Source: an optimization exercise on an open RTL-to-GDS flow (aim: small area, a short achievable clock period and few clock cycles per item). Production flows keep margins and buffers that such runs may drop. The RTL was checked by simulation tests, not by an equivalence proof against the original design. Power and IR drop assume default switching activity.

==> 05-18 <==
Design jerk_limited_velocity_ramp, start of the top module:
module jerk_limited_velocity_ramp (
	input  logic                                    clk,
	input  logic                                    arst_n,
	input  logic                                    cfg_we,
	input  logic [jlvr_pkg::CFG_IDX_W-1:0]          cfg_addr,
	input  logic [jlvr_pkg::DATA_W-1:0]             cfg_wdata,
	input  logic                                    in_valid,
	output logic                                    in_ready,
	input  logic signed [jlvr_pkg::DATA_W-1:0]      target_velocity,
	output logic                                    out_valid,
	input  logic                                    out_ready,
	output logic signed [jlvr_pkg::DATA_W-1:0]      velocity_out,
	output logic signed [jlvr_pkg::DATA_W-1:0]      accel_out
);
Settings: LEC_CHECK=0, CAP_MARGIN=30, CORE_MARGIN=2, CORE_UTILIZATION=60, SETUP_SLACK_MARGIN=5.0, SLEW_MARGIN=30; clock period 12.5 ns.
run.sh (not shown) runs the stock make flow with config.mk's settings and CLKGATE_MAP_FILE= SYNTH_SCRIPT=/design/flow/synth_recipe.tcl, a recipe that flattens the netlist after the stock synthesis.
==> 06-22 (differences from 05-18) <==
--- a/flow/design.v
+++ b/flow/design.v
@@ -68,10 +68,11 @@
 module jlvr_seq (
 	input  logic       clk,
 	input  logic       arst_n,
 	input  logic       restart,
 	output logic       busy,
+	output logic       sel_valid,
 	output logic [1:0] a_sel,    
 	output logic [2:0] b_sel,    
 	output logic [1:0] chunk,
 	output logic       signed_op,
 	output logic       acc_valid,
@@ -80,11 +81,14 @@
 	output logic [7:0] dest      
 );
 	logic [3:0] op_q;
 	logic [1:0] ch_q;
 	logic       run_q;
+	logic       v1_q;
 	logic       v2_q;
+	logic [3:0] op1_q;
+	logic [1:0] ch1_q;
 	logic [3:0] op2_q;
 	logic [1:0] ch2_q;
 	always_comb begin
 		a_sel     = 2'd0;
 		b_sel     = 3'd0;
@@ -117,28 +121,32 @@
 			4'd8:  dest[0] = 1'b1;
 			4'd9:  dest[1] = 1'b1;
 			default: dest[2] = 1'b1;
 		endcase
 	end
+	assign sel_valid = run_q;
 	assign chunk     = ch_q;
 	assign acc_valid = v2_q;
 	assign first     = (ch2_q == ((op2_q >= 4'd6) ? 2'd3 : 2'd1));
 	assign last      = (ch2_q == 2'd0);
-	assign busy      = run_q || v2_q;
+	assign busy      = run_q || v1_q || v2_q;
 	always_ff @(posedge clk or negedge arst_n) begin
 		if (!arst_n) begin
 			run_q <= 1'b1;
 			op_q  <= 4'd0;
 			ch_q  <= 2'd1;
+			v1_q  <= 1'b0;
 			v2_q  <= 1'b0;
 		end else if (restart) begin
 			run_q <= 1'b1;
 			op_q  <= 4'd0;
 			ch_q  <= 2'd1;
+			v1_q  <= 1'b0;
 			v2_q  <= 1'b0;
 		end else begin
-			v2_q <= run_q;
+			v1_q <= run_q;
+			v2_q <= v1_q;
 			if (run_q) begin
 				if (ch_q == 2'd0) begin
 					op_q <= op_q + 4'd1;
 					ch_q <= (op_q >= 4'd5) ? 2'd3 : 2'd1;
 					if (op_q == 4'd10) begin
@@ -149,12 +157,14 @@
 				end
 			end
 		end
 	end
 	always_ff @(posedge clk) begin
-		op2_q <= op_q;
-		ch2_q <= ch_q;
+		op1_q <= op_q;
+		ch1_q <= ch_q;
+		op2_q <= op1_q;
+		ch2_q <= ch1_q;
 	end
 endmodule
 module jerk_limited_velocity_ramp (
 	input  logic                                    clk,
 	input  logic                                    arst_n,
@@ -173,11 +183,12 @@
 	localparam int LW = jlvr_pkg::LW;
 	localparam int ZW = jlvr_pkg::ZW;
 	localparam int YW = jlvr_pkg::YW;
 	localparam int AW = jlvr_pkg::ACC_W;
 	jlvr_pkg::cfg_t cfg;
-	logic signed [31:0] vel_q;
+	logic signed [33:0] vel_q;
+	logic               vfinal_q;
 	logic signed [31:0] accel_q;
 	logic               out_valid_q;
 	logic [QW-1:0] x_q;
 	logic [YW-1:0] y_q;
 	logic [ZW-1:0] z_q;
@@ -208,12 +219,20 @@
 	logic signed [33:0] vm34;
 	logic signed [31:0] vel_eff;
 	logic               snap_eff;
 	logic signed [31:0] accel_eff;
 	logic signed [31:0] nvmax_q;
+	logic signed [34:0] vhi_d;
+	logic signed [34:0] vlo_d;
+	logic               v_hi;
+	logic               v_lo;
 	assign vm34      = $signed({3'd0, vmax});
-	assign vel_eff   = vel_q;
+	assign vhi_d     = 35'(vm34) - 35'(vel_q);    
+	assign vlo_d     = 35'(vel_q) + 35'(vm34);    
+	assign v_hi      = !vfinal_q && vhi_d[34];
+	assign v_lo      = !vfinal_q && vlo_d[34];
+	assign vel_eff   = v_hi ? {1'b0, vmax} : (v_lo ? nvmax_q : vel_q[31:0]);
 	always_ff @(posedge clk or negedge arst_n) begin
 		if (!arst_n) begin
 			nvmax_q <= '0;
 		end else if (cfg_we && cfg_addr == jlvr_pkg::REG_MAX_VELOCITY) begin
 			nvmax_q <= -$signed({1'b0, cfg_wdata[30:0]});
@@ -222,10 +241,11 @@
 	logic               snap_q;
 	assign snap_eff  = snap_q;
 	assign accel_eff = snap_eff ? 32'sd0 : accel_q;
 	logic       restart;
 	logic       busy;
+	logic       sel_valid;
 	logic [1:0] a_sel;
 	logic [2:0] b_sel;
 	logic [1:0] chunk;
 	logic       signed_op;
 	logic       acc_valid;
@@ -236,10 +256,11 @@
 	jlvr_seq u_seq (
 		.clk       (clk),
 		.arst_n    (arst_n),
 		.restart   (restart),
 		.busy      (busy),
+		.sel_valid (sel_valid),
 		.a_sel     (a_sel),
 		.b_sel     (b_sel),
 		.chunk     (chunk),
 		.signed_op (signed_op),
 		.acc_valid (acc_valid),
@@ -248,20 +269,19 @@
 		.dest      (dest)
 	);
 	logic        a_neg;
 	logic [31:0] a_negated;
 	logic [30:0] a_mag;
-	logic [30:0] a_mag_q;
 	assign a_neg     = accel_eff[31];
 	assign a_negated = -accel_eff;
-	always_ff @(posedge clk) begin
-		a_mag_q <= a_neg ? a_negated[30:0] : accel_eff[30:0];
-	end
-	assign a_mag     = a_mag_q;
+	assign a_mag     = a_neg ? a_negated[30:0] : accel_eff[30:0];
 	logic [30:0] mul_a;
 	logic [63:0] mul_bsrc;
 	logic [15:0] mul_b;
+	logic [30:0] op_a_q;
+	logic [15:0] op_b_q;
+	logic        sub1_q;
 	logic        sub2_q;
 	always_comb begin
 		case (a_sel)
 			2'd0:    mul_a = jerk;
 			2'd1:    mul_a = amax;
@@ -280,18 +300,23 @@
 			2'd2:    mul_b = mul_bsrc[47:32];
 			default: mul_b = mul_bsrc[63:48];
 		endcase
 	end
 	always_ff @(posedge clk) begin
-		sub2_q <= signed_op && a_neg;
+		if (sel_valid) begin
+			op_a_q <= mul_a;
+			op_b_q <= mul_b;
+		end
+		sub1_q <= signed_op && a_neg;
+		sub2_q <= sub1_q;
 	end
 	logic [38:0] prod_hi;
 	logic [38:0] prod_lo;
 	jlvr_mul u_mul (
 		.clk     (clk),
-		.a       (mul_a),
-		.b       (mul_b),
+		.a       (op_a_q),
+		.b       (op_b_q),
 		.prod_hi (prod_hi),
 		.prod_lo (prod_lo)
 	);
 	logic [AW-1:0] pacc_base;
 	logic [AW-1:0] pacc_d;
@@ -321,13 +346,15 @@
 	assign z_eff = snap_q ? '0 : z_q;
 	logic [53:0]        coast;
 	logic               c_big;
 	logic signed [35:0] sc36;
 	logic signed [35:0] t36;
-	logic signed [35:0] e36;
-	logic               e_gt1;
-	logic               e_ltm1;
+	logic signed [35:0] e36 [3];
+	logic [2:0]         e_gt1;
+	logic [2:0]         e_ltm1;
+	logic               e_gt1_s;
+	logic               e_ltm1_s;
 	logic               w_pos;
 	logic               w_neg;
 	logic               a_neg1;
 	logic [35:0]        cx36;
 	logic [35:0]        ecin;
@@ -341,17 +368,28 @@
 	logic [35:0] vu36;
 	logic [35:0] mu36;
 	assign tu36   = t36;
 	assign vu36   = 36'(vel_q);
 	assign mu36   = {5'd0, vmax};
-	logic [35:0] r36;
-	assign r36    = (~vu36) + cx36 + ecin;
-	assign e36    = $signed(tu36 + r36);
-	assign e_gt1  = !e36[35] && (|e36[34:1]);
-	assign e_ltm1 = e36[35] && !(&e36[34:0]);
-	assign w_pos  = c_big ? a_neg1 : e_gt1;
-	assign w_neg  = c_big ? !a_neg1 : e_ltm1;
+	logic [35:0] r36 [3];
+	assign r36[0] = (~vu36) + cx36 + ecin;
+	assign r36[1] = (~mu36) + cx36 + ecin;
+	assign r36[2] = mu36 + cx36 + ecin - 36'd1;
+	assign e36[0] = $signed(tu36 + r36[0]);
+	assign e36[1] = $signed(tu36 + r36[1]);
+	assign e36[2] = $signed(tu36 + r36[2]);
+	genvar ge;
+	generate
+		for (ge = 0; ge < 3; ge++) begin : g_e
+			assign e_gt1[ge]  = !e36[ge][35] && (|e36[ge][34:1]);
+			assign e_ltm1[ge] = e36[ge][35] && !(&e36[ge][34:0]);
+		end
+	endgenerate
+	assign e_gt1_s  = v_hi ? e_gt1[1] : (v_lo ? e_gt1[2] : e_gt1[0]);
+	assign e_ltm1_s = v_hi ? e_ltm1[1] : (v_lo ? e_ltm1[2] : e_ltm1[0]);
+	assign w_pos  = c_big ? a_neg1 : e_gt1_s;
+	assign w_neg  = c_big ? !a_neg1 : e_ltm1_s;
 	logic signed [33:0] a34;
 	logic signed [33:0] j34;
 	logic signed [33:0] am34;
 	assign a34  = 34'(accel_q);
 	assign j34  = $signed({3'd0, jerk});
@@ -401,16 +439,10 @@
 	assign zs_neg   = {(amax != 31'd0), 1'b0, 1'b0, (jerk != 31'd0), 1'b0};
 	assign zcond    = {!j_lt_am, !j_lt_am, 1'b1, 1'b1, 1'b1};
 	assign case1r   = w_pos ? case_wp : (w_neg ? case_wn : case_w0);
 	assign case1z   = w_pos ? zcase_wp : (w_neg ? zcase_wn : 5'b00100);
 	assign case1    = snap_eff ? case1z : case1r;
-	logic sel_z2_q;    
-	logic sel_z1_q;    
-	logic sel_k_q;     
-	logic sel_m_q;     
-	logic dn_q;        
-	logic neg_q;       
 	logic c_up;
 	logic c_dn;
 	logic c_st;
 	logic c_pm;
 	logic c_nm;
@@ -422,29 +454,19 @@
 	logic signed [67:0] z68;
 	logic signed [67:0] pbase;
 	logic signed [67:0] poff;
 	logic signed [67:0] qsum;
 	logic signed [33:0] v1;
-	assign z68   = 68'($signed(z_q));
-	assign pbase = ((z68 <<< 1) & {68{sel_z2_q}}) | (z68 & {68{sel_z1_q}});
+	assign z68   = 68'($signed(z_eff));
+	assign pbase = c_st ? (z68 <<< 1) : z68;
 	logic [67:0] poff_m;
 	logic        poff_n;
-	assign poff_m = ({5'd0, jd_q} & {68{sel_k_q}}) | ({5'd0, ad_q} & {68{sel_m_q}});
-	assign poff_n = neg_q;
+	assign poff_m = (c_up || c_dn) ? {5'd0, jd_q} : (c_pm || c_nm) ? {5'd0, ad_q} : 68'd0;
+	assign poff_n = c_dn || c_nm;
 	assign poff   = $signed(poff_m ^ {68{poff_n}});
 	assign qsum   = $signed({vel_q[31:0], 33'd0}) + pbase + poff + $signed({67'd0, poff_n}) + (sn_q ? 68'sh1_FFFF_FFFF : 68'sd0);
 	assign v1    = qsum[66:33];
-	logic signed [31:0] vel_d;
-	logic signed [67:0] qhi;
-	logic signed [67:0] qlo;
-	logic signed [67:0] vmx_hi;
-	logic signed [67:0] vmx_lo;
-	assign vmx_hi = $signed({~{4'd0, vmax}, 33'd0});
-	assign vmx_lo = $signed({{4'd0, vmax}, 33'd0});
-	assign qhi   = $signed({vel_q[31:0], 33'd0}) + pbase + poff + $signed({67'd0, poff_n}) + (sn_q ? 68'sh1_FFFF_FFFF : 68'sd0) + vmx_hi;
-	assign qlo   = $signed({vel_q[31:0], 33'd0}) + pbase + poff + $signed({67'd0, poff_n}) + (sn_q ? 68'sh1_FFFF_FFFF : 68'sd0) + vmx_lo;
-	assign vel_d = !qhi[67] ? {1'b0, vmax} : (qlo[67] ? nvmax_q : v1[31:0]);
 	logic [31:0]   acc_step;
 	logic [31:0]   accel_d;
 	logic [QW-1:0] x_d;
 	logic [YW-1:0] y_d;
 	logic [ZW-1:0] z_d;
@@ -457,20 +479,20 @@
 	logic [ZW-1:0] zb;
 	logic [31:0] amax_n;
 	assign amax_n   = ~{1'b0, amax} + 32'd1;
 	assign acc_step = accel_q + ({1'b0, jerk} ^ {32{c_dn}}) + 32'(c_dn);
 	assign accel_d  = c_st ? acc_step : c_pm ? {1'b0, amax} : c_nm ? amax_n : 32'd0;
-	assign xa  = (x_q & {QW{sel_z2_q}}) | (m_q & {QW{sel_m_q}});
-	assign xb  = ({y_q[QW-2:0], 1'b0} & {QW{sel_z2_q}}) ^ {QW{dn_q}};
-	assign xc  = k_q & {QW{sel_k_q}};
-	assign x_d = xa + xb + xc + QW'(dn_q);
-	assign ya  = y_q & {YW{sel_z2_q}};
-	assign yb  = (({1'b0, k_q} & {YW{sel_k_q}}) | ({1'b0, n_q} & {YW{sel_m_q}})) ^ {YW{neg_q}};
-	assign y_d = ya + yb + YW'(neg_q);
-	assign za  = z_q & {ZW{sel_z2_q}};
-	assign zb  = (({1'b0, jd_q} & {ZW{sel_k_q}}) | ({1'b0, ad_q} & {ZW{sel_m_q}})) ^ {ZW{neg_q}};
-	assign z_d = za + zb + ZW'(neg_q);
+	assign xa  = c_st ? x_eff : ((c_pm || c_nm) ? m_q : '0);
+	assign xb  = c_st ? ({y_eff[QW-2:0], 1'b0} ^ {QW{c_dn}}) : '0;
+	assign xc  = c_st ? k_q : '0;
+	assign x_d = xa + xb + xc + QW'(c_dn);
+	assign ya  = c_st ? y_eff : '0;
+	assign yb  = (c_st ? {1'b0, k_q} : (c_pm || c_nm) ? {1'b0, n_q} : '0) ^ {YW{c_dn || c_nm}};
+	assign y_d = ya + yb + YW'(c_dn || c_nm);
+	assign za  = c_st ? z_eff : '0;
+	assign zb  = (c_st ? {1'b0, jd_q} : (c_pm || c_nm) ? {1'b0, ad_q} : '0) ^ {ZW{c_dn || c_nm}};
+	assign z_d = za + zb + ZW'(c_dn || c_nm);
 	always_ff @(posedge clk) begin
 		if (acc_valid && last) begin
 			if (dest[0]) n_q  <= pacc_d[QW-1:0];
 			if (dest[1]) m_q  <= pacc_d[QW-1:0];
 			if (dest[2]) x_q  <= pacc_d[QW-1:0];
@@ -483,16 +505,10 @@
 			x_q <= x_d;
 			y_q <= y_d;
 			z_q <= z_d;
 		end
 		if (go) begin
-			sel_z2_q <= (case1[jlvr_pkg::C_UP] || case1[jlvr_pkg::C_DN]) && !snap_eff;
-			sel_z1_q <= !(case1[jlvr_pkg::C_UP] || case1[jlvr_pkg::C_DN]) && !snap_eff;
-			sel_k_q  <= case1[jlvr_pkg::C_UP] || case1[jlvr_pkg::C_DN];
-			sel_m_q  <= case1[jlvr_pkg::C_PM] || case1[jlvr_pkg::C_NM];
-			dn_q     <= case1[jlvr_pkg::C_DN];
-			neg_q    <= case1[jlvr_pkg::C_DN] || case1[jlvr_pkg::C_NM];
 			case1_q <= case1;
 			sn_q    <= snap_eff ? |(case1z & zs_neg) : |(case1r & s_neg);
 		end
 		if (accept) begin
 			tgt_q   <= target_velocity;
@@ -503,21 +519,27 @@
 			vel_q       <= '0;
 			accel_q     <= '0;
 			out_valid_q <= 1'b0;
 			ph_q        <= 1'b0;
 			tv_q        <= 1'b0;
+			vfinal_q    <= 1'b0;
 			cond_q      <= 1'b0;
 			snap_q      <= 1'b0;
 		end else begin
 			if (cfg_we) begin
+				vel_q    <= 34'(vel_eff);
+				vfinal_q <= 1'b1;
 				accel_q  <= accel_eff;
 				cond_q   <= 1'b0;
 				snap_q   <= 1'b0;
 			end else if (go) begin
+				vel_q    <= 34'(vel_eff);
+				vfinal_q <= 1'b1;
 				accel_q  <= accel_eff;
 			end else if (ph_q) begin
-				vel_q    <= vel_d;
+				vel_q    <= v1;
+				vfinal_q <= 1'b0;
 				accel_q  <= accel_d;
 				snap_q   <= cond_q && (v1 == 34'(tgt_q));
 			end
 			if (go) begin
 				cond_q <= snap_eff ? |(case1z & zcond) : |(case1r & cond);
CAP_MARGIN = 20   (was 30)
CORE_UTILIZATION = 40   (was 60)
SETUP_SLACK_MARGIN = 3.0   (was 5.0)
SLEW_MARGIN = 20   (was 30)
==> 03-13 (differences from 05-18) <==
--- a/flow/design.v
+++ b/flow/design.v
@@ -67,10 +67,11 @@
 endmodule
 module jlvr_seq (
 	input  logic       clk,
 	input  logic       arst_n,
 	input  logic       restart,
+	input  logic       skip_a,
 	output logic       busy,
 	output logic [1:0] a_sel,    
 	output logic [2:0] b_sel,    
 	output logic [1:0] chunk,
 	output logic       signed_op,
@@ -90,40 +91,44 @@
 		b_sel     = 3'd0;
 		signed_op = 1'b0;
 		case (op_q)
 			4'd0:  begin a_sel = 2'd0; b_sel = 3'd0; end
 			4'd1:  begin a_sel = 2'd1; b_sel = 3'd0; end
-			4'd2:  begin a_sel = 2'd2; b_sel = 3'd0; end
-			4'd3:  begin a_sel = 2'd0; b_sel = 3'd1; end
-			4'd4:  begin a_sel = 2'd1; b_sel = 3'd1; end
-			4'd5:  begin a_sel = 2'd2; b_sel = 3'd1; signed_op = 1'b1; end
-			4'd6:  begin a_sel = 2'd0; b_sel = 3'd2; end
-			4'd7:  begin a_sel = 2'd2; b_sel = 3'd2; signed_op = 1'b1; end
-			4'd8:  begin a_sel = 2'd1; b_sel = 3'd2; end
-			4'd9:  begin a_sel = 2'd1; b_sel = 3'd3; end
+			4'd2:  begin a_sel = 2'd0; b_sel = 3'd1; end
+			4'd3:  begin a_sel = 2'd1; b_sel = 3'd1; end
+			4'd4:  begin a_sel = 2'd0; b_sel = 3'd2; end
+			4'd5:  begin a_sel = 2'd1; b_sel = 3'd2; end
+			4'd6:  begin a_sel = 2'd1; b_sel = 3'd3; end
+			4'd7:  begin a_sel = 2'd2; b_sel = 3'd0; end
+			4'd8:  begin a_sel = 2'd2; b_sel = 3'd1; signed_op = 1'b1; end
+			4'd9:  begin a_sel = 2'd0; b_sel = 3'd4; signed_op = 1'b1; end
 			default: begin a_sel = 2'd2; b_sel = 3'd4; end
 		endcase
 	end
 	always_comb begin
 		dest = 8'd0;
 		case (op2_q)
 			4'd0:  dest[0] = 1'b1;
 			4'd1:  dest[1] = 1'b1;
-			4'd2:  dest[2] = 1'b1;
-			4'd3:  dest[3] = 1'b1;
-			4'd4:  dest[4] = 1'b1;
-			4'd5:  dest[5] = 1'b1;
-			4'd6:  dest[6] = 1'b1;
-			4'd7:  dest[7] = 1'b1;
-			4'd8:  dest[0] = 1'b1;
-			4'd9:  dest[1] = 1'b1;
+			4'd2:  dest[3] = 1'b1;
+			4'd3:  dest[4] = 1'b1;
+			4'd4:  dest[6] = 1'b1;
+			4'd5:  dest[0] = 1'b1;
+			4'd6:  dest[1] = 1'b1;
+			4'd7:  dest[2] = 1'b1;
+			4'd8:  dest[5] = 1'b1;
+			4'd9:  dest[7] = 1'b1;
 			default: dest[2] = 1'b1;
 		endcase
 	end
 	assign chunk     = ch_q;
 	assign acc_valid = v2_q;
-	assign first     = (ch2_q == ((op2_q >= 4'd6) ? 2'd3 : 2'd1));
+	logic four2;
+	logic four_next;
+	assign four2     = (op2_q >= 4'd4 && op2_q <= 4'd6) || op2_q >= 4'd9;
+	assign four_next = (op_q >= 4'd3 && op_q <= 4'd5) || op_q >= 4'd8;
+	assign first     = (ch2_q == (four2 ? 2'd3 : 2'd1));
 	assign last      = (ch2_q == 2'd0);
 	assign busy      = run_q || v2_q;
 	always_ff @(posedge clk or negedge arst_n) begin
 		if (!arst_n) begin
 			run_q <= 1'b1;
@@ -138,12 +143,12 @@
 		end else begin
 			v2_q <= run_q;
 			if (run_q) begin
 				if (ch_q == 2'd0) begin
 					op_q <= op_q + 4'd1;
-					ch_q <= (op_q >= 4'd5) ? 2'd3 : 2'd1;
-					if (op_q == 4'd10) begin
+					ch_q <= four_next ? 2'd3 : 2'd1;
+					if (op_q == 4'd10 || (op_q == 4'd6 && skip_a)) begin
 						run_q <= 1'b0;
 					end
 				end else begin
 					ch_q <= ch_q - 2'd1;
 				end
@@ -235,10 +240,11 @@
 	assign restart = cfg_we;
 	jlvr_seq u_seq (
 		.clk       (clk),
 		.arst_n    (arst_n),
 		.restart   (restart),
+		.skip_a    (snap_q),
 		.busy      (busy),
 		.a_sel     (a_sel),
 		.b_sel     (b_sel),
 		.chunk     (chunk),
 		.signed_op (signed_op),
@@ -504,16 +510,16 @@
 			accel_q     <= '0;
 			out_valid_q <= 1'b0;
 			ph_q        <= 1'b0;
 			tv_q        <= 1'b0;
 			cond_q      <= 1'b0;
-			snap_q      <= 1'b0;
+			snap_q      <= 1'b1;
 		end else begin
 			if (cfg_we) begin
 				accel_q  <= accel_eff;
 				cond_q   <= 1'b0;
-				snap_q   <= 1'b0;
+				snap_q   <= (accel_eff == 32'sd0);
 			end else if (go) begin
 				accel_q  <= accel_eff;
 			end else if (ph_q) begin
 				vel_q    <= vel_d;
 				accel_q  <= accel_d;
==> 06-01 (differences from 05-18) <==
CAP_MARGIN = 20   (was 30)
SLEW_MARGIN = 20   (was 30)
==> summary.md <==
| Metric | Value |
|---|---|
| Outcome | no timing/DRC/antenna violations |
| Worst hold slack | 492 ps |
| Post-DP Area | roughly 120,000 sq um |
| GR met2 Demand/Resource | 0.661 |
| CP Launch Point | sel_k_q |
| Sequential share of power | 0.205 |
| Synth-to-layout area growth | 12.6% |
The numbers above come from 05-18.

==> summary.md <==
| Metric | Value |
|---|---|
| Outcome | no timing/DRC/antenna violations |
| Number of global-route vias before repair | ~97,000 |
| Synth-to-layout area growth | 13.0% |
| Nets | ~14,000 |
| Post-DP Area | between 100,000 and 150,000 sq um |
| Worst hold slack | approximately 490 ps |
| R2R setup slack | around 4700 ps |
| GR met2 Demand/Resource | 0.654 |
| Adder-cell share of the synthesized area | 0.237 |
| FF-to-FF End | u_mul.prod_hi[34] |
| First drt pass iteration count | 10 |
| Sequential share of power | 0.206 |
The numbers above come from 06-01.

==> summary.md <==
| Metric | Value |
|---|---|
| Post-DP Area | about 120,000 sq um |
| # Post-CTS Setup Buffers | about 140 |
| CP Launch Point | u_seq.op_q[0] |
| Worst hold slack | between 400 and 500 ps |
| Sequential share of power | 0.192 |
| GR met2 Demand/Resource | 0.657 |
| Overall power | approximately 0.032 W |
| CP Max Fanout | 7 |
| Grt met1 use | 0.595 |
| Synth-to-layout area growth | 13.4% |
| Outcome | no timing/DRC/antenna violations |
The numbers above come from 03-13.

==> summary.md <==
| Metric | Value |
|---|---|
| Worst hold slack | around 270 ps |
| Outcome | no timing/DRC/antenna violations |
| GR met2 Demand/Resource | 0.466 |
| Largest class | multi-input combinational cells |
| Synth-to-layout area growth | 9.32% |
| Sequential share of power | 0.242 |
| Post-DP Area | ~130,000 sq um |
| CP Launch Point | vel_q[16] |
| Crit path max-delay family | compound AO/OA/AOI/OAI gates |
The numbers above come from 06-22.

Testbench counts of 05-18, summed over its fixed seeds: cycles 17,088, items 8,000.
Testbench counts of 06-22, summed over its fixed seeds: cycles 17,120, items 8,000.
Testbench counts of 03-13, summed over its fixed seeds: cycles 16,920, items 8,000.
Testbench counts of 06-01, summed over its fixed seeds: cycles 17,088, items 8,000.

## afterwards: timing with drivers on the ports
How much do the figures lean on ideal ports? The routed layouts below were timed once more, with nothing changed but the port constraints.
Step 1: set_driving_cell puts a clkbuf_16 on clk and a buf_2 on each other input, an assumption about the parent block.
Step 2 also shifts input and output timing later by t, the mid clock arrival at the registers, as if the neighbouring blocks saw the same clock.
Slacks: no drivers / after step 1 / after step 2; pairs: no drivers / after step 1.
| run | t (ns) | slack for setup (ns) | worst register clock-pin slew, ns | worst slew at a driven data input, ns | pins driven straight from the clock port |
|---|---|---|---|---|---|
| 05-18 | 0.931 | 4.617 / 4.617 / 4.617 | 0.07 / 0.07 | 0.10 | 1 |
| 06-22 | 0.950 | 3.016 / 2.904 / 3.250 | 0.07 / 0.07 | 0.10 | 1 |
| 03-13 | 0.917 | 4.642 / 4.642 / 4.642 | 0.07 / 0.07 | 0.14 | 1 |
| 06-01 | 0.921 | 4.734 / 4.734 / 4.734 | 0.07 / 0.07 | 0.10 | 1 |
After both steps every run listed still meets setup and hold.
